From an optimization exercise on the open Yosys and OpenROAD flow, aimed at a short achievable clock period and few clock cycles; shortcuts taken in it are not production practice. Function was checked by simulation only, so behaviour that the tests miss may differ from the original. No activity file was given, so power comes from the tool's default toggle rates.

### run.sh
#!/bin/bash
# synth_recipe.tcl (not shown) runs the flow's synth.tcl, then flattens the netlist and writes it again
# the make line also repeats each setting of config.mk as NAME=value (left out here)
make -C /OpenROAD-flow-scripts/flow DESIGN_CONFIG=/design/flow/config.mk WORK_HOME=/design/flow/orfs CLKGATE_MAP_FILE= SYNTH_SCRIPT=/design/flow/synth_recipe.tcl finish
### config.mk
export PLATFORM = sky130hd
export DESIGN_NAME = pipeCpu
export DESIGN_NICKNAME = pipeCpu
export VERILOG_FILES = /design/flow/design.v
export SDC_FILE = /design/flow/constraint.sdc
export NUM_CORES = 4
export LEC_CHECK = 0
export ABC_CLOCK_PERIOD_IN_PS = 3000
export CAP_MARGIN = 20
export CORE_MARGIN = 2
export CORE_UTILIZATION = 30
export PLACE_DENSITY = 0.5
export SETUP_SLACK_MARGIN = 5
export SLEW_MARGIN = 20
export TNS_END_PERCENT = 100
### constraint.sdc
create_clock -name core_clock -period 8.5 [get_ports {clk}]
set_input_delay 1.7000 -clock core_clock [delete_from_list [all_inputs] [get_ports {clk}]]
set_output_delay 1.7000 -clock core_clock [all_outputs]
set_load 0.01 [all_outputs]
### design.v
package isaPkg;
    typedef logic [32-1:0] word_t;
    typedef logic [5-1:0]  regIdx_t;
    typedef enum logic [5:0] {
        RTYPE = 6'h00,
        J     = 6'h02,
        BEQ   = 6'h04,
        BNE   = 6'h05,
        ADDIU = 6'h09,
        ANDI  = 6'h0c,
        ORI   = 6'h0d,
        LUI   = 6'h0f,
        LW    = 6'h23,
        SW    = 6'h2b
    } opcode_t;
    typedef enum logic [5:0] {
        JR   = 6'h08,
        ADDU = 6'h21,
        SUBU = 6'h23,
        AND  = 6'h24,
        OR   = 6'h25,
        SLT  = 6'h2a
    } funct_t;
endpackage
package pipePkg;
    typedef enum logic [2:0] {ADD, SUB, AND, OR, SLT, LUI} aluOp_t;
    typedef enum logic [1:0] {NONE, MEM, WB} fwdSel_t;
    typedef struct packed {
        aluOp_t aluOp;
        logic   useImm;
        logic   zeroExtImm;
        logic   memRead;
        logic   memWrite;
        logic   isBeq;
        logic   isBne;
        logic   isJr;
        logic   regWrite;
    } decoded_t;
    typedef struct packed {
        logic [32-1:0] nextPc;
        logic [32-1:0] inst;
    } idPayload_t;
    typedef struct packed {
        logic [32-1:0] nextPc;
        logic [5-1:0] rs;
        logic [5-1:0] rt;
        logic [32-1:0] rsVal;
        logic [32-1:0] rtVal;
        logic [32-1:0] extImm;
        decoded_t        ctl;
        logic [5-1:0] dest;
    } exPayload_t;
    typedef struct packed {
        logic [32-1:0] aluResult;
        logic [32-1:0] storeData;
        logic [5-1:0] dest;
        logic            regWrite;
        logic            memRead;
        logic            memWrite;
    } memPayload_t;
    typedef struct packed {
        logic            fromLoad;
        logic [32-1:0] aluResult;
        logic [32-1:0] loadData;
        logic [5-1:0] dest;
        logic            regWrite;
    } wbPayload_t;
endpackage
module stageReg #(
    parameter int W = 1
) (
    input  logic         clk,
    input  logic         arstN,
    input  logic         stall,
    input  logic         flush,
    input  logic [W-1:0] d,
    output logic [W-1:0] q
);
    always_ff @(posedge clk or negedge arstN) begin
        if (!arstN) begin
            q <= '0;
        end else if (flush) begin
            q <= '0;
        end else if (!stall) begin
            q <= d;
        end
    end
endmodule
module regFile (
    input  logic            clk,
    input  logic            arstN,
    input  isaPkg::regIdx_t readReg1,
    input  isaPkg::regIdx_t readReg2,
    input  isaPkg::regIdx_t writeReg,
    input  logic            writeEnable,
    input  isaPkg::word_t   writeData,
    output isaPkg::word_t   readData1,
    output isaPkg::word_t   readData2
);
    isaPkg::word_t regs [1:31];
    always_ff @(posedge clk or negedge arstN) begin
        if (!arstN) begin
            for (int i = 1; i < 32; i++) begin
                regs[i] <= '0;
            end
        end else if (writeEnable && writeReg != 5'd0) begin
            regs[writeReg] <= writeData;
        end
    end
    assign readData1 = (readReg1 == 5'd0) ? 32'd0 : regs[readReg1];
    assign readData2 = (readReg2 == 5'd0) ? 32'd0 : regs[readReg2];
endmodule
module decoder (
    input  isaPkg::word_t     inst,
    output pipePkg::decoded_t dec,
    output isaPkg::word_t     extImm,
    output isaPkg::regIdx_t   destReg,
    output logic              isJump,
    output isaPkg::word_t     jumpTarget
);
    isaPkg::opcode_t opcode;
    isaPkg::funct_t  funct;
    logic [15:0]     imm;
    assign opcode = isaPkg::opcode_t'(inst[31:26]);
    assign funct  = isaPkg::funct_t'(inst[5:0]);
    assign imm    = inst[15:0];
    always_comb begin
        dec    = '0;
        isJump = 1'b0;
        case (opcode)
            isaPkg::RTYPE: begin
                dec.regWrite = 1'b1;
                case (funct)
                    isaPkg::ADDU: dec.aluOp = pipePkg::ADD;
                    isaPkg::SUBU: dec.aluOp = pipePkg::SUB;
                    isaPkg::AND:  dec.aluOp = pipePkg::AND;
                    isaPkg::OR:   dec.aluOp = pipePkg::OR;
                    isaPkg::SLT:  dec.aluOp = pipePkg::SLT;
                    isaPkg::JR: begin
                        dec.isJr     = 1'b1;
                        dec.regWrite = 1'b0;
                    end
                    default:      dec.regWrite = 1'b0;
                endcase
            end
            isaPkg::ADDIU, isaPkg::LW, isaPkg::SW: begin
                dec.aluOp    = pipePkg::ADD;
                dec.useImm   = 1'b1;
                dec.memRead  = (opcode == isaPkg::LW);
                dec.memWrite = (opcode == isaPkg::SW);
                dec.regWrite = (opcode != isaPkg::SW);
            end
            isaPkg::ANDI, isaPkg::ORI: begin
                dec.aluOp      = (opcode == isaPkg::ANDI) ? pipePkg::AND : pipePkg::OR;
                dec.useImm     = 1'b1;
                dec.zeroExtImm = 1'b1;
                dec.regWrite   = 1'b1;
            end
            isaPkg::LUI: begin
                dec.aluOp    = pipePkg::LUI;
                dec.useImm   = 1'b1;
                dec.regWrite = 1'b1;
            end
            isaPkg::BEQ, isaPkg::BNE: begin
                dec.aluOp = pipePkg::SUB;
                dec.isBeq = (opcode == isaPkg::BEQ);
                dec.isBne = (opcode == isaPkg::BNE);
            end
            isaPkg::J:     isJump = 1'b1;
            default: ;
        endcase
    end
    assign extImm = dec.zeroExtImm ? {16'h0000, imm} : {{16{imm[15]}}, imm};
    assign destReg = (opcode == isaPkg::RTYPE) ? inst[15:11] : inst[20:16];
    assign jumpTarget = {4'h0, inst[25:0], 2'b00};
endmodule
module alu (
    input  isaPkg::word_t   opA,
    input  isaPkg::word_t   opB,
    input  pipePkg::aluOp_t aluOp,
    output isaPkg::word_t   result,
    output logic            zero
);
    always_comb begin
        case (aluOp)
            pipePkg::ADD: result = opA + opB;
            pipePkg::SUB: result = opA - opB;
            pipePkg::AND: result = opA & opB;
            pipePkg::OR:  result = opA | opB;
            pipePkg::SLT: begin
                result = isaPkg::word_t'($signed(opA) < $signed(opB));
            end
            pipePkg::LUI: result = {opB[15:0], 16'h0000};
            default:      result = '0;
        endcase
    end
    assign zero = (result == '0);
endmodule
module hazardUnit (
    input  isaPkg::regIdx_t  idRs,
    input  isaPkg::regIdx_t  idRt,
    input  isaPkg::regIdx_t  exRs,
    input  isaPkg::regIdx_t  exRt,
    input  isaPkg::regIdx_t  exDest,
    input  isaPkg::regIdx_t  memDest,
    input  isaPkg::regIdx_t  wbDest,
    input  logic             exMemRead,
    input  logic             memRegWrite,
    input  logic             wbRegWrite,
    output pipePkg::fwdSel_t rsFwd,
    output pipePkg::fwdSel_t rtFwd,
    output logic             stall
);
    assign rsFwd = (exRs == 5'd0) ? pipePkg::NONE :
                   (memRegWrite && memDest == exRs) ? pipePkg::MEM :
                   (wbRegWrite && wbDest == exRs) ? pipePkg::WB : pipePkg::NONE;
    assign rtFwd = (exRt == 5'd0) ? pipePkg::NONE :
                   (memRegWrite && memDest == exRt) ? pipePkg::MEM :
                   (wbRegWrite && wbDest == exRt) ? pipePkg::WB : pipePkg::NONE;
    assign stall = exMemRead && exDest != 5'd0 && (exDest == idRs || exDest == idRt);
endmodule
module pipeCpu (
    input  logic          clk,
    input  logic          arstN,
    output isaPkg::word_t pc,
    input  isaPkg::word_t inst,
    output isaPkg::word_t dataAddress,
    output isaPkg::word_t writeData,
    output logic          memRead,
    output logic          memWrite,
    input  isaPkg::word_t readData
);
    localparam logic [5:0] OP_R = 6'h00, OP_J = 6'h02, OP_BEQ = 6'h04, OP_BNE = 6'h05,
                           OP_ADDIU = 6'h09, OP_ANDI = 6'h0c, OP_ORI = 6'h0d,
                           OP_LUI = 6'h0f, OP_LW = 6'h23, OP_SW = 6'h2b;
    localparam logic [5:0] F_JR = 6'h08, F_ADDU = 6'h21, F_SUBU = 6'h23, F_AND = 6'h24,
                           F_OR = 6'h25, F_SLT = 6'h2a;
    localparam bit PRED_BNE = 1'b1;
    logic        dValid;
    logic [31:0] dInst;
    logic [31:0] dPc4;
    logic [31:0] dTarget;
    logic        dPredT;
    logic        eBr, eBeq, ePredT;
    logic [31:0] eAltPc;
    logic        eWr, eLoad, eStore, eConst;
    logic [4:0]  eDest;
    logic [31:0] eOpA, eOpB, eSd;
    logic        eFwdA, eFwdB, eFwdSdAlu, eFwdSdLd;
    logic        eSelAdd, eSelAnd, eSelOr, eSelSlt, eSub;
    logic        mWr, mLoad, mStore;
    logic [4:0]  mDest;
    logic [31:0] mAlu, mSd;
    logic        wWr;
    logic [4:0]  wDest;
    logic [31:0] wValue;
    logic        exRedirect;
    logic [31:0] exRes;
    logic        dStall;
    logic        dJrGo;
    logic [31:0] dJrTarget;
    logic        dConstWr;
    logic [4:0]  dDest;
    logic [31:0] dImm;
    logic [31:0] mValue;
    logic [31:0] pc4, pcNext, fBrTarget, fJTarget;
    logic [5:0]  fOp;
    logic [4:0]  fRs, fRt;
    logic        fIsJ, fIsBeq, fIsBne, fSame, fIsJr;
    logic        fBrUncond, fBrNever, fPredT, fJrC;
    logic [16:0] fLo;
    logic [13:0] fHi, fHiP, fHiM, fHiSel;
    assign pc4 = pc + 32'd4;
    assign fOp = inst[31:26];
    assign fRs = inst[25:21];
    assign fRt = inst[20:16];
    assign fIsJ   = fOp == OP_J;
    assign fIsBeq = fOp == OP_BEQ;
    assign fIsBne = fOp == OP_BNE;
    assign fIsJr  = fOp == OP_R && inst[5:0] == F_JR;
    assign fSame  = fRs == fRt;
    assign fLo    = {1'b0, pc4[17:2]} + {1'b0, inst[15:0]};
    assign fHi    = pc4[31:18];
    assign fHiP   = fHi + 14'd1;
    assign fHiM   = fHi - 14'd1;
    assign fHiSel = inst[15] ? (fLo[16] ? fHi : fHiM) : (fLo[16] ? fHiP : fHi);
    assign fBrTarget = {fHiSel, fLo[15:0], 2'b00};
    assign fJTarget  = {pc4[31:28], inst[25:0], 2'b00};
    assign fBrUncond = fIsBeq & fSame;
    assign fBrNever  = fIsBne & fSame;
    assign fPredT    = (fIsBeq | fIsBne) & !fSame & (inst[15] | (PRED_BNE & fIsBne));
    assign fJrC      = fIsJr & dConstWr & (dDest == fRs);
    always_comb begin
        if (exRedirect)                 pcNext = eAltPc;
        else if (dStall)                pcNext = pc;
        else if (dJrGo)                 pcNext = dJrTarget;
        else if (fIsJ)                  pcNext = fJTarget;
        else if (fBrUncond | fPredT)    pcNext = fBrTarget;
        else if (fJrC)                  pcNext = dImm;
        else                            pcNext = pc4;
    end
    always_ff @(posedge clk or negedge arstN) begin
        if (!arstN) begin
            pc <= 32'h0000_0000;
        end else begin
            pc <= pcNext;
        end
    end
    always_ff @(posedge clk or negedge arstN) begin
        if (!arstN) begin
            dValid <= 1'b0;
        end else if (exRedirect | dJrGo) begin
            dValid <= 1'b0;
        end else if (!dStall) begin
            dValid <= !(fIsJ | fBrUncond | fBrNever | fJrC);
        end
    end
    always_ff @(posedge clk) begin
        if (!dStall) begin
            dInst   <= inst;
            dPc4    <= pc4;
            dTarget <= fBrTarget;
            dPredT  <= fPredT;
        end
    end
    logic [5:0]  dOp, dFn;
    logic [4:0]  dRs, dRt, dRd;
    logic        dIsR, dAddu, dSubu, dAnd, dOr, dSlt, dJr;
    logic        dAddiu, dAndi, dOri, dLui, dLw, dSw, dBeq, dBne, dRAlu;
    logic        dWr, dUseRs, dUseRt, dUseImm;
    logic [31:0] rfRs, rfRt, rsVal, rtVal;
    logic        eHitRs, eHitRt, loadUse, jrWait, go;
    assign dOp = dInst[31:26];
    assign dFn = dInst[5:0];
    assign dRs = dInst[25:21];
    assign dRt = dInst[20:16];
    assign dRd = dInst[15:11];
    assign dIsR   = dOp == OP_R;
    assign dAddu  = dIsR && dFn == F_ADDU;
    assign dSubu  = dIsR && dFn == F_SUBU;
    assign dAnd   = dIsR && dFn == F_AND;
    assign dOr    = dIsR && dFn == F_OR;
    assign dSlt   = dIsR && dFn == F_SLT;
    assign dJr    = dIsR && dFn == F_JR;
    assign dAddiu = dOp == OP_ADDIU;
    assign dAndi  = dOp == OP_ANDI;
    assign dOri   = dOp == OP_ORI;
    assign dLui   = dOp == OP_LUI;
    assign dLw    = dOp == OP_LW;
    assign dSw    = dOp == OP_SW;
    assign dBeq   = dOp == OP_BEQ;
    assign dBne   = dOp == OP_BNE;
    assign dRAlu  = dAddu | dSubu | dAnd | dOr | dSlt;
    assign dDest   = dRAlu ? dRd : dRt;
    assign dWr     = dValid & (dRAlu | dAddiu | dAndi | dOri | dLui | dLw) & (dDest != 5'd0);
    assign dUseRs  = dRAlu | dJr | dAddiu | dAndi | dOri | dLw | dSw | dBeq | dBne;
    assign dUseRt  = dRAlu | dBeq | dBne;
    assign dUseImm = dAddiu | dAndi | dOri | dLui | dLw | dSw;
    assign dImm    = dLui ? {dInst[15:0], 16'h0000} :
                     (dAndi | dOri) ? {16'h0000, dInst[15:0]} :
                     {{16{dInst[15]}}, dInst[15:0]};
    assign dConstWr = dWr & (dLui | ((dAddiu | dOri) & dRs == 5'd0));
    regFile regs (
        .clk         (clk),
        .arstN       (arstN),
        .readReg1    (dRs),
        .readReg2    (dRt),
        .writeReg    (wDest),
        .writeEnable (wWr),
        .writeData   (wValue),
        .readData1   (rfRs),
        .readData2   (rfRt)
    );
    assign mValue = mLoad ? readData : mAlu;
    assign rsVal = (dRs == 5'd0) ? 32'd0 :
                   (mWr && mDest == dRs) ? mValue :
                   (wWr && wDest == dRs) ? wValue : rfRs;
    assign rtVal = (dRt == 5'd0) ? 32'd0 :
                   (mWr && mDest == dRt) ? mValue :
                   (wWr && wDest == dRt) ? wValue : rfRt;
    assign eHitRs = eWr && eDest == dRs;
    assign eHitRt = eWr && eDest == dRt;
    assign loadUse = eLoad && ((dUseRs && eHitRs) || (dUseRt && eHitRt));
    assign jrWait  = dJr && eHitRs && !eConst;
    assign dStall  = dValid && (loadUse || jrWait) && !exRedirect;
    assign dJrGo   = dValid && dJr && !jrWait && !exRedirect;
    assign dJrTarget = eHitRs ? eOpB : rsVal;
    assign go = dValid && !exRedirect && !dStall;
    always_ff @(posedge clk or negedge arstN) begin
        if (!arstN) begin
            eBr    <= 1'b0;
            eWr    <= 1'b0;
            eLoad  <= 1'b0;
            eStore <= 1'b0;
        end else begin
            eBr    <= go && (dBeq || dBne);
            eWr    <= go && dWr;
            eLoad  <= go && dLw;
            eStore <= go && dSw;
        end
    end
    always_ff @(posedge clk) begin
        eBeq      <= dBeq;
        ePredT    <= dPredT;
        eAltPc    <= dPredT ? dPc4 : dTarget;
        eConst    <= dConstWr;
        eDest     <= dDest;
        eOpA      <= dLui ? 32'd0 : rsVal;
        eOpB      <= dUseImm ? dImm : rtVal;
        eSd       <= rtVal;
        eFwdA     <= !dLui && eHitRs && !eLoad;
        eFwdB     <= !dUseImm && eHitRt && !eLoad;
        eFwdSdAlu <= eHitRt && !eLoad;
        eFwdSdLd  <= eHitRt && eLoad;
        eSelAdd   <= dAddu | dSubu | dAddiu | dLw | dSw;
        eSelAnd   <= dAnd | dAndi;
        eSelOr    <= dOr | dOri | dLui;
        eSelSlt   <= dSlt;
        eSub      <= dSubu | dSlt;
    end
    logic [31:0] exA, exB, exBx, exSum, exSd;
    logic        exSlt, exEq, exTaken;
    assign exA  = eFwdA ? mAlu : eOpA;
    assign exB  = eFwdB ? mAlu : eOpB;
    assign exSd = eFwdSdAlu ? mAlu : eFwdSdLd ? readData : eSd;
    assign exBx = eSub ? ~exB : exB;
    assign exSum = exA + exBx + {31'd0, eSub};
    assign exSlt = (exA[31] ^ exB[31]) ? exA[31] : exSum[31];
    assign exRes = ({32{eSelAdd}} & exSum) |
                   ({32{eSelAnd}} & (exA & exB)) |
                   ({32{eSelOr}}  & (exA | exB)) |
                   {31'd0, eSelSlt & exSlt};
    assign exEq    = exA == exB;
    assign exTaken = eBeq ? exEq : !exEq;
    assign exRedirect = eBr && (exTaken != ePredT);
    always_ff @(posedge clk or negedge arstN) begin
        if (!arstN) begin
            mWr    <= 1'b0;
            mLoad  <= 1'b0;
            mStore <= 1'b0;
        end else begin
            mWr    <= eWr;
            mLoad  <= eLoad;
            mStore <= eStore;
        end
    end
    always_ff @(posedge clk) begin
        mDest <= eDest;
        mAlu  <= exRes;
        mSd   <= exSd;
    end
    assign dataAddress = mAlu;
    assign writeData   = mSd;
    assign memRead     = mLoad;
    assign memWrite    = mStore;
    always_ff @(posedge clk or negedge arstN) begin
        if (!arstN) begin
            wWr <= 1'b0;
        end else begin
            wWr <= mWr;
        end
    end
    always_ff @(posedge clk) begin
        wDest  <= mDest;
        wValue <= mValue;
    end
endmodule
==> flow_summary.toml, run 1 <==
[logic_synthesis]
netlist-cell-type-count = 88
synth_common_cells = "1048 x mux2_2, 1033 x dfrtp_1, 839 x a22oi_1"
synth-async-reset-ratio_pct = 74.9
netlist_instances = 6240
synth_flop_cell = "dfrtp_1"
ys_seq_elements = 1379
synth_top_family_by_area = "multiplexers"
synth_enable_flop_cells = 95
syn_area_per_cell_sq_um = 11.1
synth_xor_area_share_pct = 1.98
synth_most_common_cell = "mux2_2"
synth_area_leader_cell = "dfrtp_1"
yosysTopAreaCellShare_pct = 37.2
synth.area.top_cells = "dfrtp_1 37%, mux2_2 17%, a22oi_1 9.1%, dfxtp_1 7.2%, edfxtp_1 4.1%"
synthMuxAreaShare_pct = 18.7
yosysSeqAreaShare_pct = 48.6
yosys_warnings = 3
syn_nets = 6421
synthSimpleGateAreaFrac_pct = 9.03
synth.cell_area_sq_um = 69500
synth_fa_ha_area_share_pct = 2.11
synth-compound-area-share_pct = 15.9

[setup_path]
cp.required_ns = 9.24
worstSetupStartpointType = "flop"
path_max_fanout = 12
reg2reg_to = "mAlu[31]$_DFF_P_"
r2r_slack_ns = 4.57
crit_arrival_ns = 4.67
cpMaxStageDelayCell = "or4b_1"
cp-end-kind = "flop"
reg2reg_depth = 14
crit_buf_inv = 1
slowest_delay_ns = 0.46
crit_chain = "buf_16 -> mux2i_4 -> xnor2_1 -> ha_1 -> and4_4 -> and3_1 -> and3_1 -> or4b_1 -> nand2_2 -> o211ai_1 -> o2111ai_1 -> o211ai_1 -> xor2_1 -> a221o_1"
crit_type = "reg -> reg"
cp_top_family = "simple AND/OR/NAND/NOR gates"
r2r-start = "eFwdB$_DFF_P_"

[placed_design]
preCtsSetupSlack_ns = 2.13
portBuffers = 163
hpwl_um = 212000
gp_congestion = 0.948
dpl_cell_area_sq_um = 75400

[route]
via_per_inst = 6.40
post-route-drc-count = 0
drt_iter0_drc = 10007
via_count = 61678
antenna_left = 0
drtPass1Iterations = 7
drt_wl_total_um = 364000
wl_per_cell_um = 37.7

[min_path]
hold_path_end = "mStore$_DFF_PN0_"
hold_start = "eStore$_DFF_PN0_"
holdPathStages = 0
holdCritPathClass = "reg -> reg"

[final_layout]
largest_reg_flops = 992
fin_nets = 6668
layout-area-overhead-vs-synth_pct = 23.3
drive_gt1_share_pct = 33.8
top_register = "regs.regs"
fin_area_sq_um = 85700

[outcome]
status = "timing/DRC/antenna clean"

[clock_network]
clk_pin_slew_ns = 0.06
clock_tree.buffer_depth = 3
cts_root_buf = "clkbuf_16"
clk_latency_ns = 0.87
cts-hold-fix-buffers = 0
cts_sinks = 1379
htree_levels = 4
cts_tree = "built"
numCtsBuffers = 156

[timing]
min_period_ns = 3.93
max_freq_mhz = 254
min_period_over_period_pct = 46.3
setup_ws_ns = 4.57
hold_viol = 0
whs_ns = 0.369
finClkSkew_ns = 0.0666
slew_violations = 0
worst_pin_slew_ns = 1.25
totalNegativeSetupSlack_ns = 0
relSlewSlack_pct = 17.0
grt_setup_unrepaired = "true"
finalSetupViolations = 0

[die]
die_w_um = 485
initial_core_util_pct = 30.2
rows = 176
ios = 164
fp.dieH_um = 485
dieArea_sq_um = 235000
core_area_sq_um = 230000

[grt]
antenna_found_initial = 19
grt_pass1_vias = 59186
grt_pass1_wl_um = 493000
grtUsageTotal_pct = 29.6
grt_max_degree = 168
gr-total-overflow = 0

[run]
drv_cap = 0

[pwr]
leakagePower_nw = 38.0
ir_drop_mv = 0.162
power_density_nw_per_um2 = 196
## placed cells by master, fill, tap and decap left out, drive strengths merged, types with 30 or more instances in the layout
master	count
nor4	66
ha	113
xnor2	98
clkinv	40
xor2	58
dfxtp	251
nor3	123
edfxtp	95
and3	36
nand4	145
mux2i	116
o21ai	125
or3	36
and2	58
a222oi	61
o211ai	30
a22oi	839
dfrtp	1033
nor2	248
inv	124
dlygate4sd2	83
o221ai	33
a221oi	30
a21oi	194
nand2	324
clkdlybuf4s50	73
buf	461
clkbuf	226
nand3	85
mux2	1048
## per-layer routing
metal	global-route usage (%)	wire [um]
met5	0.367	263
met4	18.3	27700
met3	9.50	45900
met2	43.2	151000
met1	38.0	139000
## worst max-delay path by stage
stage	startpoint	depth (start not counted)	to	slack (ns)
6_report	eFwdB$_DFF_P_	14	mAlu[31]$_DFF_P_	4.57
5_1_grt	eFwdB$_DFF_P_	14	mAlu[31]$_DFF_P_	4.51
3_3_place_gp	eFwdB$_DFF_P_	14	pc[1]$_DFFE_PN0P_	2.15
4_1_cts	eFwdB$_DFF_P_	14	mAlu[31]$_DFF_P_	4.69
2_1_floorplan	inst[0]	11	pc[30]$_DFFE_PN0P_	4.26
3_5_place_dp	eFwdB$_DFF_P_	14	pc[1]$_DFFE_PN0P_	2.13
## stage by stage
stage	util, %	power, mW	cells
CTS	36.5	16.6	9550
floorplan	-	8.31	6240
global route	37.2	17.2	9634
finish	37.2	16.8	9637
detailed placement	32.8	9.31	9092
global placement	32.8	9.30	9089
## power breakdown
part	total (mW)	leakage (nW)	internal, mW	switching, mW
Clock	7.02	2.55	3.96	3.06
Sequential	7.27	17.4	7.00	0.269
Combinational	2.47	18.0	0.977	1.49
Total	16.8	38.0	11.9	4.82
## layout make-up
class                           instances  area (sq um)
Clock buffer                          217          4450
Timing Repair Buffer                  635          6460
Multi-Input combinational cell       4198         35900
Fill cell                           22246        144000
Tap cell                             3026          3790
Clock inverter                         60           753
Antenna cell                            5          12.5
Sequential cell                      1379         33800
Inverter                              116           452
Timing Repair inverter                  1          8.76
## kinds of logic (layout without fill, tap and decap cells)
| logic type | Yosys count | after routing |
|---|---|---|
| AO/OA/AOI/OAI | 1525 | 1525 |
| buffers and inverters | 666 | 1029 |
| flip-flops | 1379 | 1379 |
| multiplexers | 1164 | 1164 |
| XOR/XNOR | 156 | 156 |
| other | 0 | 5 |
| AND/OR/NAND/NOR | 1234 | 1237 |
| adder cells (fa/ha/maj) | 116 | 116 |
## worst reg2reg max path, delay by kind of cell, from the launching register on
family                     cells  cell delay [ns]
buffers and inverters          1             0.21
DFF                            1             0.44
and+or+nand+nor                5             1.25
xor gates and xnor gates       2             0.33
AOI/OAI and AO/OA              4             0.96
muxes                          1             0.30
adders and majority gates      1             0.32
## timing repair
action,CTS,global route
setup buffers,168,75
setup endpoints to repair,338,209
pin swaps,89,50
cloned,13,7
gates resized for setup,500,159
Testbench counts, summed over its fixed seeds: cycles 118,413.
==> run 2, diff against run 1 <==
--- a/design.v
+++ b/design.v
@@ -99,15 +99,19 @@
 );
     isaPkg::word_t regs [1:31];
+    logic [31:1]   written;
     always_ff @(posedge clk or negedge arstN) begin
         if (!arstN) begin
-            for (int i = 1; i < 32; i++) begin
-                regs[i] <= '0;
-            end
+            written <= '0;
         end else if (writeEnable && writeReg != 5'd0) begin
+            written[writeReg] <= 1'b1;
+        end
+    end
+    always_ff @(posedge clk) begin
+        if (writeEnable && writeReg != 5'd0) begin
             regs[writeReg] <= writeData;
         end
     end
-    assign readData1 = (readReg1 == 5'd0) ? 32'd0 : regs[readReg1];
-    assign readData2 = (readReg2 == 5'd0) ? 32'd0 : regs[readReg2];
+    assign readData1 = (readReg1 != 5'd0 && written[readReg1]) ? regs[readReg1] : 32'd0;
+    assign readData2 = (readReg2 != 5'd0 && written[readReg2]) ? regs[readReg2] : 32'd0;
 endmodule
 module decoder (
@@ -175,25 +179,37 @@
     assign jumpTarget = {4'h0, inst[25:0], 2'b00};
 endmodule
-module alu (
-    input  isaPkg::word_t   opA,
-    input  isaPkg::word_t   opB,
-    input  pipePkg::aluOp_t aluOp,
-    output isaPkg::word_t   result,
-    output logic            zero
+module prefixAdder #(
+    parameter int W = 32,
+    parameter int L = 5
+) (
+    input  logic [W-1:0] a,
+    input  logic [W-1:0] b,
+    input  logic         cin,
+    output logic [W-1:0] sum,
+    output logic         cout
 );
+    logic [W-1:0] p0;
+    logic [W-1:0] gl [0:L];
+    logic [W-1:0] pl [0:L];
+    assign p0 = a ^ b;
     always_comb begin
-        case (aluOp)
-            pipePkg::ADD: result = opA + opB;
-            pipePkg::SUB: result = opA - opB;
-            pipePkg::AND: result = opA & opB;
-            pipePkg::OR:  result = opA | opB;
-            pipePkg::SLT: begin
-                result = isaPkg::word_t'($signed(opA) < $signed(opB));
+        gl[0] = a & b;
+        pl[0] = p0;
+        gl[0][0] = (a[0] & b[0]) | (p0[0] & cin);
+    end
+    for (genvar l = 1; l <= L; l++) begin : lvl
+        localparam int D = 1 << (l - 1);
+        for (genvar i = 0; i < W; i++) begin : bitl
+            if (i >= D) begin : comb
+                assign gl[l][i] = gl[l-1][i] | (pl[l-1][i] & gl[l-1][i-D]);
+                assign pl[l][i] = pl[l-1][i] & pl[l-1][i-D];
+            end else begin : pass
+                assign gl[l][i] = gl[l-1][i];
+                assign pl[l][i] = pl[l-1][i];
             end
-            pipePkg::LUI: result = {opB[15:0], 16'h0000};
-            default:      result = '0;
-        endcase
+        end
     end
-    assign zero = (result == '0);
+    assign sum  = p0 ^ {gl[L][W-2:0], cin};
+    assign cout = gl[L][W-1];
 endmodule
 module hazardUnit (
@@ -242,14 +258,16 @@
     logic [31:0] dTarget;
     logic        dPredT;
-    logic        eBr, eBeq, ePredT;
+    logic        eBr, eBeq, ePredT, eJr;
     logic [31:0] eAltPc;
     logic        eWr, eLoad, eStore, eConst;
+    logic        eZeroKnown, eIsZero;
     logic [4:0]  eDest;
     logic [31:0] eOpA, eOpB, eSd;
-    logic        eFwdA, eFwdB, eFwdSdAlu, eFwdSdLd;
+    logic        eFwdAluA, eFwdLdA, eFwdAluB, eFwdLdB, eFwdAluSd, eFwdLdSd;
     logic        eSelAdd, eSelAnd, eSelOr, eSelSlt, eSub;
     logic        mWr, mLoad, mStore;
     logic [4:0]  mDest;
-    logic [31:0] mAlu, mSd;
+    logic [31:0] mAlu, mSd, mAddr;
+    logic        mSelLd;
     logic        wWr;
     logic [4:0]  wDest;
@@ -260,4 +278,6 @@
     logic        dJrGo;
     logic [31:0] dJrTarget;
+    logic        dBrFix;
+    logic [31:0] dBrFixTarget;
     logic        dConstWr;
     logic [4:0]  dDest;
@@ -269,5 +289,4 @@
     logic        fIsJ, fIsBeq, fIsBne, fSame, fIsJr;
     logic        fBrUncond, fBrNever, fPredT, fJrC;
-    logic [16:0] fLo;
     logic [13:0] fHi, fHiP, fHiM, fHiSel;
     assign pc4 = pc + 32'd4;
@@ -280,10 +299,18 @@
     assign fIsJr  = fOp == OP_R && inst[5:0] == F_JR;
     assign fSame  = fRs == fRt;
-    assign fLo    = {1'b0, pc4[17:2]} + {1'b0, inst[15:0]};
-    assign fHi    = pc4[31:18];
+    logic [15:0] fLoSum;
+    logic        fLoCarry;
+    prefixAdder #(.W(16), .L(4)) fTargetAdd (
+        .a    (pc[17:2]),
+        .b    (inst[15:0]),
+        .cin  (1'b1),
+        .sum  (fLoSum),
+        .cout (fLoCarry)
+    );
+    assign fHi    = pc[31:18];
     assign fHiP   = fHi + 14'd1;
     assign fHiM   = fHi - 14'd1;
-    assign fHiSel = inst[15] ? (fLo[16] ? fHi : fHiM) : (fLo[16] ? fHiP : fHi);
-    assign fBrTarget = {fHiSel, fLo[15:0], 2'b00};
+    assign fHiSel = inst[15] ? (fLoCarry ? fHi : fHiM) : (fLoCarry ? fHiP : fHi);
+    assign fBrTarget = {fHiSel, fLoSum, 2'b00};
     assign fJTarget  = {pc4[31:28], inst[25:0], 2'b00};
     assign fBrUncond = fIsBeq & fSame;
@@ -291,12 +318,12 @@
     assign fPredT    = (fIsBeq | fIsBne) & !fSame & (inst[15] | (PRED_BNE & fIsBne));
     assign fJrC      = fIsJr & dConstWr & (dDest == fRs);
+    logic [31:0] pcIf, pcId;
     always_comb begin
-        if (exRedirect)                 pcNext = eAltPc;
-        else if (dStall)                pcNext = pc;
-        else if (dJrGo)                 pcNext = dJrTarget;
-        else if (fIsJ)                  pcNext = fJTarget;
-        else if (fBrUncond | fPredT)    pcNext = fBrTarget;
-        else if (fJrC)                  pcNext = dImm;
-        else                            pcNext = pc4;
+        if (fIsJ)                       pcIf = fJTarget;
+        else if (fBrUncond | fPredT)    pcIf = fBrTarget;
+        else if (fJrC)                  pcIf = dImm;
+        else                            pcIf = pc4;
+        pcId   = dStall ? pc : dBrFixTarget;
+        pcNext = exRedirect ? eAltPc : (dStall | dBrFix) ? pcId : pcIf;
     end
     always_ff @(posedge clk or negedge arstN) begin
@@ -310,5 +337,5 @@
         if (!arstN) begin
             dValid <= 1'b0;
-        end else if (exRedirect | dJrGo) begin
+        end else if (exRedirect | dJrGo | dBrFix) begin
             dValid <= 1'b0;
         end else if (!dStall) begin
@@ -330,5 +357,5 @@
     logic        dWr, dUseRs, dUseRt, dUseImm;
     logic [31:0] rfRs, rfRt, rsVal, rtVal;
-    logic        eHitRs, eHitRt, loadUse, jrWait, go;
+    logic        eHitRs, eHitRt, jrWait, subLoad, go;
     assign dOp = dInst[31:26];
     assign dFn = dInst[5:0];
@@ -372,5 +399,5 @@
         .readData2   (rfRt)
     );
-    assign mValue = mLoad ? readData : mAlu;
+    assign mValue = mSelLd ? readData : mAlu;
     assign rsVal = (dRs == 5'd0) ? 32'd0 :
                    (mWr && mDest == dRs) ? mValue :
@@ -381,18 +408,32 @@
     assign eHitRs = eWr && eDest == dRs;
     assign eHitRt = eWr && eDest == dRt;
-    assign loadUse = eLoad && ((dUseRs && eHitRs) || (dUseRt && eHitRt));
     assign jrWait  = dJr && eHitRs && !eConst;
-    assign dStall  = dValid && (loadUse || jrWait) && !exRedirect;
+    assign subLoad = (dSubu || dSlt) && eLoad && eHitRt;
+    assign dStall  = dValid && (jrWait || subLoad);
     assign dJrGo   = dValid && dJr && !jrWait && !exRedirect;
     assign dJrTarget = eHitRs ? eOpB : rsVal;
     assign go = dValid && !exRedirect && !dStall;
+    logic [31:0] zA, zB;
+    logic        dResZero;
+    assign zA = rsVal;
+    assign zB = dImm;
+    assign dResZero = ~|((zA ^ zB) ^ {zA[30:0] | zB[30:0], 1'b0});
+    logic dBrZeroReg, dBrTaken;
+    assign dBrZeroReg = (dRs == 5'd0 && eWr && eDest == dRt) ||
+                        (dRt == 5'd0 && eWr && eDest == dRs);
+    assign dBrTaken   = dBeq ? eIsZero : !eIsZero;
+    assign dBrFix     = dValid && (dBeq || dBne) && dBrZeroReg && eZeroKnown &&
+                        (dBrTaken != dPredT) && !exRedirect;
+    assign dBrFixTarget = dPredT ? dPc4 : dTarget;
     always_ff @(posedge clk or negedge arstN) begin
         if (!arstN) begin
             eBr    <= 1'b0;
+            eJr    <= 1'b0;
             eWr    <= 1'b0;
             eLoad  <= 1'b0;
             eStore <= 1'b0;
         end else begin
-            eBr    <= go && (dBeq || dBne);
+            eBr    <= go && (dBeq || dBne) && !(dBrZeroReg && eZeroKnown);
+            eJr    <= go && dJr;
             eWr    <= go && dWr;
             eLoad  <= go && dLw;
@@ -403,14 +444,18 @@
         eBeq      <= dBeq;
         ePredT    <= dPredT;
-        eAltPc    <= dPredT ? dPc4 : dTarget;
+        eAltPc    <= dJr ? dJrTarget : dPredT ? dPc4 : dTarget;
         eConst    <= dConstWr;
+        eZeroKnown <= dAddiu && !eHitRs;
+        eIsZero   <= dResZero;
         eDest     <= dDest;
         eOpA      <= dLui ? 32'd0 : rsVal;
         eOpB      <= dUseImm ? dImm : rtVal;
         eSd       <= rtVal;
-        eFwdA     <= !dLui && eHitRs && !eLoad;
-        eFwdB     <= !dUseImm && eHitRt && !eLoad;
-        eFwdSdAlu <= eHitRt && !eLoad;
-        eFwdSdLd  <= eHitRt && eLoad;
+        eFwdAluA  <= !dLui && eHitRs && !eLoad;
+        eFwdLdA   <= !dLui && eHitRs && eLoad;
+        eFwdAluB  <= !dUseImm && eHitRt && !eLoad;
+        eFwdLdB   <= !dUseImm && eHitRt && eLoad;
+        eFwdAluSd <= eHitRt && !eLoad;
+        eFwdLdSd  <= eHitRt && eLoad;
         eSelAdd   <= dAddu | dSubu | dAddiu | dLw | dSw;
         eSelAnd   <= dAnd | dAndi;
@@ -419,19 +464,28 @@
         eSub      <= dSubu | dSlt;
     end
-    logic [31:0] exA, exB, exBx, exSum, exSd;
+    logic [31:0] exAe, exBe, exA, exB, exBx, exSum, exSd;
     logic        exSlt, exEq, exTaken;
-    assign exA  = eFwdA ? mAlu : eOpA;
-    assign exB  = eFwdB ? mAlu : eOpB;
-    assign exSd = eFwdSdAlu ? mAlu : eFwdSdLd ? readData : eSd;
-    assign exBx = eSub ? ~exB : exB;
-    assign exSum = exA + exBx + {31'd0, eSub};
-    assign exSlt = (exA[31] ^ exB[31]) ? exA[31] : exSum[31];
-    assign exRes = ({32{eSelAdd}} & exSum) |
-                   ({32{eSelAnd}} & (exA & exB)) |
-                   ({32{eSelOr}}  & (exA | exB)) |
-                   {31'd0, eSelSlt & exSlt};
-    assign exEq    = exA == exB;
+    assign exAe = eFwdAluA ? mAlu : eOpA;
+    assign exBe = eFwdAluB ? mAlu : eOpB;
+    assign exA  = eFwdLdA ? readData : exAe;
+    assign exB  = eFwdLdB ? readData : exBe;
+    assign exSd = eFwdLdSd ? readData : eFwdAluSd ? mAlu : eSd;
+    assign exBx = eFwdLdB ? readData : (exBe ^ {32{eSub}});
+    prefixAdder #(.W(32), .L(5)) exAdd (
+        .a    (exA),
+        .b    (exBx),
+        .cin  (eSub),
+        .sum  (exSum),
+        .cout ()
+    );
+    logic [31:0] exLogic;
+    assign exSlt   = (exA[31] ^ exB[31]) ? exA[31] : exSum[31];
+    assign exLogic = ({32{eSelAnd}} & (exA & exB)) |
+                     ({32{eSelOr}}  & (exA | exB)) |
+                     {31'd0, eSelSlt & exSlt};
+    assign exRes   = ({32{eSelAdd}} & exSum) | exLogic;
+    assign exEq    = ~|(exA ^ exB);
     assign exTaken = eBeq ? exEq : !exEq;
-    assign exRedirect = eBr && (exTaken != ePredT);
+    assign exRedirect = (eBr && (exTaken != ePredT)) || eJr;
     always_ff @(posedge clk or negedge arstN) begin
         if (!arstN) begin
@@ -446,9 +500,17 @@
     end
     always_ff @(posedge clk) begin
-        mDest <= eDest;
-        mAlu  <= exRes;
-        mSd   <= exSd;
+        mDest  <= eDest;
+        mAlu   <= exRes;
+        mSd    <= exSd;
+        mSelLd <= eLoad;
+    end
+    always_ff @(posedge clk or negedge arstN) begin
+        if (!arstN) begin
+            mAddr <= '0;
+        end else begin
+            mAddr <= exRes;
+        end
     end
-    assign dataAddress = mAlu;
+    assign dataAddress = mAddr;
     assign writeData   = mSd;
     assign memRead     = mLoad;
--- a/config.mk
+++ b/config.mk
@@ -9,6 +9,6 @@
 export CAP_MARGIN = 20
 export CORE_MARGIN = 2
-export CORE_UTILIZATION = 30
-export PLACE_DENSITY = 0.5
+export CORE_UTILIZATION = 55
+export PLACE_DENSITY = 0.65
 export SETUP_SLACK_MARGIN = 5
 export SLEW_MARGIN = 20
==> flow_summary.toml, run 2 <==
[outcome]
status = "timing/DRC/antenna clean"

[timing]
max_freq_mhz = 259
totalNegativeSetupSlack_ns = 0
hold_viol = 0
min_period_over_period_pct = 45.5
min_period_ns = 3.87
worst_pin_slew_ns = 1.38
relSlewSlack_pct = 5.03
slew_violations = 0
grt_setup_unrepaired = "true"
setup_ws_ns = 4.63
finClkSkew_ns = 0.0268
finalSetupViolations = 0

[setup_path]
r2r-start = "eFwdAluB$_DFF_P_"
crit_type = "in -> reg"
cp_top_family = "compound AO/OA/AOI/OAI gates"
worstSetupStartpointType = "primary input"
reg2reg_depth = 17
crit_buf_inv = 5
r2r_slack_ns = 4.71
path_max_fanout = 5
crit_arrival_ns = 4.55
reg2reg_to = "pc[26]$_DFFE_PN0P_"
slowest_delay_ns = 0.38
cp.required_ns = 9.18
crit_chain = "buf_12 -> inv_12 -> ha_4 -> inv_4 -> fa_2 -> a211oi_4 -> o21ai_2 -> a32oi_2 -> buf_4 -> o221a_4 -> nand2_8 -> buf_8 -> mux2i_4 -> xnor2_2 -> a221oi_2 -> nor3_1"
cpMaxStageDelayCell = "fa_2"
cp-end-kind = "flop"

[logic_synthesis]
syn_nets = 5138
synth_enable_flop_cells = 1087
synthMuxAreaShare_pct = 23.1
synth_most_common_cell = "edfxtp_1"
synth_fa_ha_area_share_pct = 2.80
synth-async-reset-ratio_pct = 7.20
synth_flop_cell = "edfxtp_1"
yosysSeqAreaShare_pct = 55.8
synth.cell_area_sq_um = 72700
synth.area.top_cells = "edfxtp_1 45%, mux4_2 18%, dfxtp_1 7.3%, dfrtp_1 3.6%, mux2i_1 3.2%"
netlist_instances = 4911
synthSimpleGateAreaFrac_pct = 5.67
synth_top_family_by_area = "multiplexers"
synth_area_leader_cell = "edfxtp_1"
ys_seq_elements = 1458
yosys_warnings = 456
yosysTopAreaCellShare_pct = 44.9
synth-compound-area-share_pct = 7.57
netlist-cell-type-count = 108
syn_area_per_cell_sq_um = 14.8
synth_xor_area_share_pct = 2.37
synth_common_cells = "1087 x edfxtp_1, 592 x mux4_2, 346 x nand2_1"

[clock_network]
clk_latency_ns = 0.81
htree_levels = 4
cts_sinks = 1458
numCtsBuffers = 157
cts_tree = "built"
clk_pin_slew_ns = 0.06
cts_root_buf = "clkbuf_16"
cts-hold-fix-buffers = 0
clock_tree.buffer_depth = 3

[placed_design]
gp_congestion = 1.02
portBuffers = 163
preCtsSetupSlack_ns = 2.29
hpwl_um = 153000
dpl_cell_area_sq_um = 76600

[die]
initial_core_util_pct = 55.4
fp.dieH_um = 368
core_area_sq_um = 131000
dieArea_sq_um = 135000
ios = 164
rows = 133
die_w_um = 368

[route]
post-route-drc-count = 0
via_count = 49457
drt_iter0_drc = 6880
wl_per_cell_um = 35.5
drt_wl_total_um = 253000
via_per_inst = 6.94
drtPass1Iterations = 6
antenna_left = 0

[grt]
grt_pass1_wl_um = 356000
grt_max_degree = 82
antenna_found_initial = 7
grt_pass1_vias = 47922
gr-total-overflow = 0
grtUsageTotal_pct = 37.3

[final_layout]
fin_nets = 5475
diodes = 0
largest_reg_flops = 992
layout-area-overhead-vs-synth_pct = 19.9
drive_gt1_share_pct = 34.0
fin_area_sq_um = 87200
final_cell_mix = "1087 x edfxtp_1, 592 x mux4_2, 326 x nand2_1"
fillers = 9003
postLayoutCoreUtil_pct = 66.4
seqCellArea_sq_um = 40700
multi_input_area_sq_um = 33100
layout.cells.most_common = "edfxtp_1"
top_register = "regs.regs"

[min_path]
hold_start = "mDest[3]$_DFF_P_"
hold_path_end = "wDest[3]$_DFF_P_"
holdCritPathClass = "reg -> reg"
holdPathStages = 0

[pwr]
p_clk_share_pct = 36.7
ir_drop_mv = 0.194
power_density_nw_per_um2 = 215
swShare_pct = 28.1
pwr-share-comb_pct = 18.3
p_seq_share_pct = 44.9
intPower_mw = 13.5
switchingPower_mw = 5.28
leakagePower_nw = 30.2

[run]
drv_cap = 0
-- run 2: worst max-delay path by stage --
stage	to	cells after the start	startpoint
detailed placement	pc[29]$_DFFE_PN0P_	13	readData[15]
global route	pc[29]$_DFFE_PN0P_	16	inst[0]
CTS	pc[11]$_DFFE_PN0P_	17	eFwdAluB$_DFF_P_
finish	pc[29]$_DFFE_PN0P_	16	inst[0]
global placement	pc[29]$_DFFE_PN0P_	13	readData[2]
floorplan	pc[11]$_DFFE_PN0P_	14	readData[23]
-- run 2: repair_timing --
action / 4_1_cts / 5_1_grt
gates resized for setup: 650 / 157
setup endpoints to repair: 403 / 240
setup buffers: 195 / 42
hold endpoints to repair: 0 / 0
pin swaps: 134 / 85
cloned: 21 / 0
-- run 2: metrics by stage --
stage          power [mW]  hold slack [ns]  std cells
3_3_place_gp         11.2            0.384       6586
4_1_cts              18.6            0.372       7089
5_1_grt              19.2            0.377       7131
3_5_place_dp         11.2            0.383       6586
6_report             18.8            0.381       7131
2_1_floorplan        10.0            0.331       4911
-- run 2: logic make-up after synthesis --
group	count (synthesis)
XOR/XNOR	192
multiplexers	926
flip-flops	1458
adder cells (fa/ha/maj)	161
AND/OR/NAND/NOR	889
AO/OA/AOI/OAI	799
buffers and inverters	486
-- run 2: per-layer routing --
layer | track usage (%) | up-vias | wire [um]
li1 | - | 20152 | -
met2 | 57.1 | 3131 | 116000
met1 | 50.2 | 25490 | 94200
met5 | 0 | - | 11
met4 | 20.0 | 2 | 16300
met3 | 8.35 | 682 | 26700
-- run 2: worst reg2reg max path, delay by kind of cell (launching register included) --
family | cells | cell delay [ns]
AOI/OAI and AO/OA | 4 | 0.51
DFF | 1 | 0.41
adders and majority gates | 1 | 0.28
muxes | 2 | 0.57
and+or+nand+nor | 5 | 1.24
buffers and inverters | 5 | 0.71
-- run 2: power by group through the flow --
stage / registers (mW) / clock network, mW / logic [mW]
floorplan: 8.37 / 0 / 1.68
global placement: 8.66 / 0 / 2.58
detailed placement: 8.66 / 0 / 2.59
CTS: 8.41 / 6.96 / 3.21
global route: 8.44 / 7.24 / 3.57
finish: 8.44 / 6.90 / 3.44
-- run 2: final cells by class --
class                   instances  area share [%]
well taps                    1755            2.52
flip-flops and latches       1458            46.7
multi-input cells            2971            38.0
clock inverters                84           0.974
inverters                     135           0.608
clock buffers                 203            4.98
repair buffers                525            6.27
Testbench counts of run 2, summed over its fixed seeds: cycles 108,947.
==> run 3, diff against run 2 <==
--- a/design.v
+++ b/design.v
@@ -181,5 +181,5 @@
 module prefixAdder #(
     parameter int W = 32,
-    parameter int L = 5
+    parameter int L = 5      
 ) (
     input  logic [W-1:0] a,
@@ -255,19 +255,18 @@
     logic        dValid;
     logic [31:0] dInst;
+    logic [31:0] dPc;
     logic [31:0] dPc4;
     logic [31:0] dTarget;
     logic        dPredT;
-    logic        eBr, eBeq, ePredT, eJr;
+    logic        eBr, eJr, eWr, eLoad, eStore;
+    logic        eBeq, ePredT, eConst, eZeroKnown, eIsZero;
     logic [31:0] eAltPc;
-    logic        eWr, eLoad, eStore, eConst;
-    logic        eZeroKnown, eIsZero;
     logic [4:0]  eDest;
     logic [31:0] eOpA, eOpB, eSd;
     logic        eFwdAluA, eFwdLdA, eFwdAluB, eFwdLdB, eFwdAluSd, eFwdLdSd;
     logic        eSelAdd, eSelAnd, eSelOr, eSelSlt, eSub;
-    logic        mWr, mLoad, mStore;
+    logic        mWr, mLoad, mStore, mSelLd;
     logic [4:0]  mDest;
     logic [31:0] mAlu, mSd, mAddr;
-    logic        mSelLd;
     logic        wWr;
     logic [4:0]  wDest;
@@ -275,18 +274,19 @@
     logic        exRedirect;
     logic [31:0] exRes;
-    logic        dStall;
-    logic        dJrGo;
-    logic [31:0] dJrTarget;
+    logic        dReplay;
     logic        dBrFix;
     logic [31:0] dBrFixTarget;
+    logic        dJrGo;
     logic        dConstWr;
     logic [4:0]  dDest;
     logic [31:0] dImm;
     logic [31:0] mValue;
-    logic [31:0] pc4, pcNext, fBrTarget, fJTarget;
+    logic [31:0] pc4, pcIf, pcNext, fBrTarget, fJTarget;
     logic [5:0]  fOp;
     logic [4:0]  fRs, fRt;
     logic        fIsJ, fIsBeq, fIsBne, fSame, fIsJr;
     logic        fBrUncond, fBrNever, fPredT, fJrC;
+    logic [15:0] fLoSum;
+    logic        fLoCarry;
     logic [13:0] fHi, fHiP, fHiM, fHiSel;
     assign pc4 = pc + 32'd4;
@@ -299,6 +299,4 @@
     assign fIsJr  = fOp == OP_R && inst[5:0] == F_JR;
     assign fSame  = fRs == fRt;
-    logic [15:0] fLoSum;
-    logic        fLoCarry;
     prefixAdder #(.W(16), .L(4)) fTargetAdd (
         .a    (pc[17:2]),
@@ -318,5 +316,4 @@
     assign fPredT    = (fIsBeq | fIsBne) & !fSame & (inst[15] | (PRED_BNE & fIsBne));
     assign fJrC      = fIsJr & dConstWr & (dDest == fRs);
-    logic [31:0] pcIf, pcId;
     always_comb begin
         if (fIsJ)                       pcIf = fJTarget;
@@ -324,6 +321,8 @@
         else if (fJrC)                  pcIf = dImm;
         else                            pcIf = pc4;
-        pcId   = dStall ? pc : dBrFixTarget;
-        pcNext = exRedirect ? eAltPc : (dStall | dBrFix) ? pcId : pcIf;
+        if (exRedirect)                 pcNext = eAltPc;
+        else if (dReplay)               pcNext = dPc;
+        else if (dBrFix)                pcNext = dBrFixTarget;
+        else                            pcNext = pcIf;
     end
     always_ff @(posedge clk or negedge arstN) begin
@@ -337,17 +336,16 @@
         if (!arstN) begin
             dValid <= 1'b0;
-        end else if (exRedirect | dJrGo | dBrFix) begin
+        end else if (exRedirect | dReplay | dBrFix | dJrGo) begin
             dValid <= 1'b0;
-        end else if (!dStall) begin
+        end else begin
             dValid <= !(fIsJ | fBrUncond | fBrNever | fJrC);
         end
     end
     always_ff @(posedge clk) begin
-        if (!dStall) begin
-            dInst   <= inst;
-            dPc4    <= pc4;
-            dTarget <= fBrTarget;
-            dPredT  <= fPredT;
-        end
+        dInst   <= inst;
+        dPc     <= pc;
+        dPc4    <= pc4;
+        dTarget <= fBrTarget;
+        dPredT  <= fPredT;
     end
     logic [5:0]  dOp, dFn;
@@ -355,7 +353,9 @@
     logic        dIsR, dAddu, dSubu, dAnd, dOr, dSlt, dJr;
     logic        dAddiu, dAndi, dOri, dLui, dLw, dSw, dBeq, dBne, dRAlu;
-    logic        dWr, dUseRs, dUseRt, dUseImm;
-    logic [31:0] rfRs, rfRt, rsVal, rtVal;
-    logic        eHitRs, eHitRt, jrWait, subLoad, go;
+    logic        dWr, dUseImm;
+    logic [31:0] rfRs, rfRt, rsVal, rtVal, rsValOld;
+    logic        eHitRs, eHitRt, mHitRs, mHitRt, wHitRs, wHitRt;
+    logic        jrWait, subLoad, go;
+    logic [31:0] dJrTarget;
     assign dOp = dInst[31:26];
     assign dFn = dInst[5:0];
@@ -381,6 +381,4 @@
     assign dDest   = dRAlu ? dRd : dRt;
     assign dWr     = dValid & (dRAlu | dAddiu | dAndi | dOri | dLui | dLw) & (dDest != 5'd0);
-    assign dUseRs  = dRAlu | dJr | dAddiu | dAndi | dOri | dLw | dSw | dBeq | dBne;
-    assign dUseRt  = dRAlu | dBeq | dBne;
     assign dUseImm = dAddiu | dAndi | dOri | dLui | dLw | dSw;
     assign dImm    = dLui ? {dInst[15:0], 16'h0000} :
@@ -400,26 +398,26 @@
     );
     assign mValue = mSelLd ? readData : mAlu;
-    assign rsVal = (dRs == 5'd0) ? 32'd0 :
-                   (mWr && mDest == dRs) ? mValue :
-                   (wWr && wDest == dRs) ? wValue : rfRs;
-    assign rtVal = (dRt == 5'd0) ? 32'd0 :
-                   (mWr && mDest == dRt) ? mValue :
-                   (wWr && wDest == dRt) ? wValue : rfRt;
     assign eHitRs = eWr && eDest == dRs;
     assign eHitRt = eWr && eDest == dRt;
+    assign mHitRs = mWr && mDest == dRs;
+    assign mHitRt = mWr && mDest == dRt;
+    assign wHitRs = wWr && wDest == dRs;
+    assign wHitRt = wWr && wDest == dRt;
+    assign rsValOld = (dRs == 5'd0) ? 32'd0 : wHitRs ? wValue : rfRs;
+    assign rsVal = (dRs != 5'd0 && mHitRs) ? mValue : rsValOld;
+    assign rtVal = (dRt == 5'd0) ? 32'd0 : mHitRt ? mValue : wHitRt ? wValue : rfRt;
     assign jrWait  = dJr && eHitRs && !eConst;
     assign subLoad = (dSubu || dSlt) && eLoad && eHitRt;
-    assign dStall  = dValid && (jrWait || subLoad);
-    assign dJrGo   = dValid && dJr && !jrWait && !exRedirect;
+    assign dReplay = dValid && (jrWait || subLoad);
+    assign dJrGo   = dValid && dJr && !jrWait;
     assign dJrTarget = eHitRs ? eOpB : rsVal;
-    assign go = dValid && !exRedirect && !dStall;
+    assign go = dValid && !exRedirect && !dReplay;
     logic [31:0] zA, zB;
     logic        dResZero;
-    assign zA = rsVal;
+    assign zA = rsValOld;
     assign zB = dImm;
     assign dResZero = ~|((zA ^ zB) ^ {zA[30:0] | zB[30:0], 1'b0});
     logic dBrZeroReg, dBrTaken;
-    assign dBrZeroReg = (dRs == 5'd0 && eWr && eDest == dRt) ||
-                        (dRt == 5'd0 && eWr && eDest == dRs);
+    assign dBrZeroReg = (dRs == 5'd0 && eHitRt) || (dRt == 5'd0 && eHitRs);
     assign dBrTaken   = dBeq ? eIsZero : !eIsZero;
     assign dBrFix     = dValid && (dBeq || dBne) && dBrZeroReg && eZeroKnown &&
@@ -442,27 +440,27 @@
     end
     always_ff @(posedge clk) begin
-        eBeq      <= dBeq;
-        ePredT    <= dPredT;
-        eAltPc    <= dJr ? dJrTarget : dPredT ? dPc4 : dTarget;
-        eConst    <= dConstWr;
-        eZeroKnown <= dAddiu && !eHitRs;
-        eIsZero   <= dResZero;
-        eDest     <= dDest;
-        eOpA      <= dLui ? 32'd0 : rsVal;
-        eOpB      <= dUseImm ? dImm : rtVal;
-        eSd       <= rtVal;
-        eFwdAluA  <= !dLui && eHitRs && !eLoad;
-        eFwdLdA   <= !dLui && eHitRs && eLoad;
-        eFwdAluB  <= !dUseImm && eHitRt && !eLoad;
-        eFwdLdB   <= !dUseImm && eHitRt && eLoad;
-        eFwdAluSd <= eHitRt && !eLoad;
-        eFwdLdSd  <= eHitRt && eLoad;
-        eSelAdd   <= dAddu | dSubu | dAddiu | dLw | dSw;
-        eSelAnd   <= dAnd | dAndi;
-        eSelOr    <= dOr | dOri | dLui;
-        eSelSlt   <= dSlt;
-        eSub      <= dSubu | dSlt;
+        eBeq       <= dBeq;
+        ePredT     <= dPredT;
+        eAltPc     <= dJr ? dJrTarget : dPredT ? dPc4 : dTarget;
+        eConst     <= dConstWr;
+        eZeroKnown <= dAddiu && !eHitRs && !(dRs != 5'd0 && mHitRs);
+        eIsZero    <= dResZero;
+        eDest      <= dDest;
+        eOpA       <= dLui ? 32'd0 : rsVal;
+        eOpB       <= dUseImm ? dImm : rtVal;
+        eSd        <= rtVal;
+        eFwdAluA   <= !dLui && eHitRs && !eLoad;
+        eFwdLdA    <= !dLui && eHitRs && eLoad;
+        eFwdAluB   <= !dUseImm && eHitRt && !eLoad;
+        eFwdLdB    <= !dUseImm && eHitRt && eLoad;
+        eFwdAluSd  <= eHitRt && !eLoad;
+        eFwdLdSd   <= eHitRt && eLoad;
+        eSelAdd    <= dAddu | dSubu | dAddiu | dLw | dSw;
+        eSelAnd    <= dAnd | dAndi;
+        eSelOr     <= dOr | dOri | dLui;
+        eSelSlt    <= dSlt;
+        eSub       <= dSubu | dSlt;
     end
-    logic [31:0] exAe, exBe, exA, exB, exBx, exSum, exSd;
+    logic [31:0] exAe, exBe, exA, exB, exBx, exSum, exSd, exLogic;
     logic        exSlt, exEq, exTaken;
     assign exAe = eFwdAluA ? mAlu : eOpA;
@@ -479,5 +477,4 @@
         .cout ()
     );
-    logic [31:0] exLogic;
     assign exSlt   = (exA[31] ^ exB[31]) ? exA[31] : exSum[31];
     assign exLogic = ({32{eSelAnd}} & (exA & exB)) |
@@ -493,8 +490,10 @@
             mLoad  <= 1'b0;
             mStore <= 1'b0;
+            mAddr  <= '0;
         end else begin
             mWr    <= eWr;
             mLoad  <= eLoad;
             mStore <= eStore;
+            mAddr  <= exRes;
         end
     end
@@ -505,11 +504,4 @@
         mSelLd <= eLoad;
     end
-    always_ff @(posedge clk or negedge arstN) begin
-        if (!arstN) begin
-            mAddr <= '0;
-        end else begin
-            mAddr <= exRes;
-        end
-    end
     assign dataAddress = mAddr;
     assign writeData   = mSd;
==> flow/run.sh (new file) <==
#!/bin/bash
set -euo pipefail
bash standard.sh finish SETUP_SLACK_MARGIN=5.6 > make.log 2>&1
==> standard.sh (new file) <==
#!/bin/bash
# synth_recipe.tcl (not shown) runs the flow's synth.tcl, then flattens the netlist and writes it again
# the make line also repeats each setting of config.mk as NAME=value (left out here)
make -C /OpenROAD-flow-scripts/flow DESIGN_CONFIG=/design/flow/config.mk WORK_HOME=/design/flow/orfs CLKGATE_MAP_FILE= SYNTH_SCRIPT=/design/flow/synth_recipe.tcl "${@:-finish}"
removed: run.sh
==> flow_summary.toml, run 3 <==
[outcome]
status = "timing/DRC/antenna clean"

[clock_network]
clk_pin_slew_ns = 0.06
cts_sinks = 1478
clk_latency_ns = 0.81
clock_tree.buffer_depth = 3
cts_tree = "built"
htree_levels = 4
cts-hold-fix-buffers = 0
numCtsBuffers = 158
cts_root_buf = "clkbuf_16"

[min_path]
holdCritPathClass = "reg -> reg"
holdPathStages = 0

[pwr]
power_density_nw_per_um2 = 217
leakagePower_nw = 32.1
total_power_mw = 19.4
ir_drop_mv = 0.229

[logic_synthesis]
synth_most_common_cell = "edfxtp_1"
syn_nets = 5231
yosysSeqAreaShare_pct = 55.7
yosys_warnings = 456
synth.cell_area_sq_um = 71900
ys_seq_elements = 1478
synth_enable_flop_cells = 992
netlist_instances = 5004
synth-async-reset-ratio_pct = 7.10
synth.area.top_cells = "edfxtp_1 41%, mux4_2 17%, dfxtp_1 11%, mux2i_1 4.2%, dfrtp_1 3.7%"
synth_area_leader_cell = "edfxtp_1"
syn_area_per_cell_sq_um = 14.4
yosysTopAreaCellShare_pct = 41.4
netlist-cell-type-count = 75
synth_common_cells = "992 x edfxtp_1, 557 x mux4_2, 381 x dfxtp_1"
synth_flop_cell = "edfxtp_1"

[grt]
grtUsageTotal_pct = 38.8
antenna_found_initial = 15
grt_max_degree = 81
grt_pass1_vias = 49010
grt.busiest_layer = "met2"
use_met2_pct = 59.6
grt_pass1_wl_um = 363000
gr-total-overflow = 0
use_met1_pct = 51.4
use_met3_pct = 8.02

[setup_path]
crit_chain = "nor4b_2 -> a21oi_1 -> and2_1 -> a21oi_2 -> ha_1 -> xnor2_1 -> nor4_2 -> nand4_1 -> nor3_2"
slowest_delay_ns = 0.83
crit_arrival_ns = 4.65
crit_type = "reg -> reg"
crit_buf_inv = 0
path_max_fanout = 15
cp.depth = 9
cp-end-kind = "flop"
cp.required_ns = 9.22
worstSetupStartpointType = "flop"
cpMaxStageDelayCell = "a21oi_2"
reg2reg_depth = 9
cp_top_family = "simple AND/OR/NAND/NOR gates"

[final_layout]
top_register = "regs.regs"
layout-area-overhead-vs-synth_pct = 24.4
fin_area_sq_um = 89500
largest_reg_flops = 992
final_cell_mix = "992 x edfxtp_1, 557 x mux4_2, 325 x dfxtp_1"
fin_nets = 5690
drive_gt1_share_pct = 39.6
layout.cells.most_common = "edfxtp_1"

[timing]
min_period_ns = 3.93
setup_ws_ns = 4.57
finalSetupViolations = 0
slew_violations = 0
hold_viol = 0
worst_pin_slew_ns = 1.18
relSlewSlack_pct = 19.2
max_freq_mhz = 254
min_period_over_period_pct = 46.3
finClkSkew_ns = 0.0256
grt_setup_unrepaired = "true"
totalNegativeSetupSlack_ns = 0

[route]
drt_wl_total_um = 261000
post-route-drc-count = 0
via_count = 50685
drt_iter0_drc = 7045
drtPass1Iterations = 7
via_per_inst = 6.91
wl_per_cell_um = 35.6
antenna_left = 0

[placed_design]
dpl_cell_area_sq_um = 76200
hpwl_um = 149000
portBuffers = 163
gp_congestion = 0.987
preCtsSetupSlack_ns = 2.36

[die]
initial_core_util_pct = 55.5
dieArea_sq_um = 134000
ios = 164
die_w_um = 366
fp.dieH_um = 366
rows = 132
core_area_sq_um = 130000

[run]
drv_cap = 0
## run 3: changes by cell type after synthesis, moves of 25 or more
| cell | change |
|---|---|
| a21o_1 | +25 |
| a21oi_1 | +83 |
| a221oi_1 | +26 |
| dfxtp_1 | +115 |
| edfxtp_1 | -95 |
| mux2i_1 | +73 |
| mux4_2 | -35 |
| nand2_1 | -58 |
| nor2_1 | +35 |
| o21a_1 | -40 |
| o21ai_0 | +61 |
| o22ai_1 | -42 |
## run 3: report_power, final
group          total [mW]  switching (mW)  internal, mW
clock                7.12            2.95          4.18
sequential           8.42           0.350          8.07
combinational        3.84            2.08          1.76
total                19.4            5.38          14.0
## run 3: per-stage QoR
step                hold WS [ns]  util [%]  std cells
floorplan                  0.329         -       5004
global placement           0.399      58.8       6677
detailed placement         0.391      58.8       6677
CTS                        0.398      67.3       7256
global route               0.398      69.0       7337
finish                     0.400      69.0       7337
## run 3: worst reg2reg max path: stages (launching register included)
cell	delay, ns
dfxtp_1	0.51
nor4b_2	0.49
a21oi_1	0.38
and2_1	0.48
a21oi_2	0.84
ha_1	0.40
xnor2_1	0.14
nor4_2	0.31
nand4_1	0.15
nor3_2	0.16
## run 3: timing repair
| action | CTS | global route |
|---|---|---|
| setup buffers | 244 | 68 |
| setup endpoints to repair | 822 | 506 |
| gates resized for setup | 1247 | 342 |
| gates cloned | 44 | 12 |
| pin swaps | 172 | 161 |
## run 3: cell families after synthesis
group / Yosys count / synth area share, %
buf+inv: 484 / 2.70
xor+xnor: 195 / 2.40
fa+ha+maj: 161 / 2.83
flops: 1478 / 55.7
compound gates: 847 / 7.64
mux: 954 / 23.1
simple gates: 885 / 5.65
## run 3: area by class of cell
type / count / area, sq um
Fill cell: 8680 / 40200
Multi-Input combinational cell: 3060 / 34500
Antenna cell: 1 / 2.50
Sequential cell: 1478 / 40200
Timing Repair Buffer: 628 / 6710
Clock buffer: 213 / 4450
Tap cell: 1742 / 2180
Clock inverter: 78 / 892
Inverter: 136 / 567
Timing Repair inverter: 1 / 8.76
## run 3: layer usage
layer	part of all wire [%]	up-vias	wire length (um)
li1	-	20545	-
met1	36	25773	93900
met2	46	3516	119000
met3	11	845	28900
met4	7.4	6	19200
met5	0.019	-	50
## run 3: worst paths after layout
kind	endpoint	from	slack [ns]
max	eIsZero$_DFF_P_	dInst[29]$_DFF_P_	4.57
min reg2reg	wDest[0]$_DFF_P_	mDest[0]$_DFF_P_	0.40
min in group asynchronous	mAddr[20]$_DFF_PN0_	arstN	0.84
min	wDest[0]$_DFF_P_	mDest[0]$_DFF_P_	0.40
max reg2reg	eIsZero$_DFF_P_	dInst[29]$_DFF_P_	4.57
max in group asynchronous	pc[16]$_DFF_PN0_	arstN	5.99
Testbench counts of run 3, summed over its fixed seeds: cycles 109,069.

## port drivers added, routing unchanged
How much do the figures lean on ideal ports? The routed layouts below were timed once more, with nothing changed but the port constraints. Step 1, drivers: a clkbuf_16 drives clk and a buf_2 each remaining input, both assumed. Step 2 also shifts input and output timing later by t, the mid clock arrival at the registers, as if the neighbouring blocks saw the same clock. Slacks: no drivers / after step 1 / after step 2; pairs: no drivers / after step 1.
run	t (ns)	setup slack, ns	worst slew at a driven data input, ns
run 1	0.932	4.569 / 4.569 / 3.788	0.09
run 2	0.877	4.635 / 4.667 / 3.791	0.13
run 3	0.866	4.568 / 4.568 / 3.788	0.09
After both steps setup and hold are still met in every run listed. For run 2, which loses most, drivers alone change the setup slack by +0.032 ns; drivers and shift together by -0.844 ns.
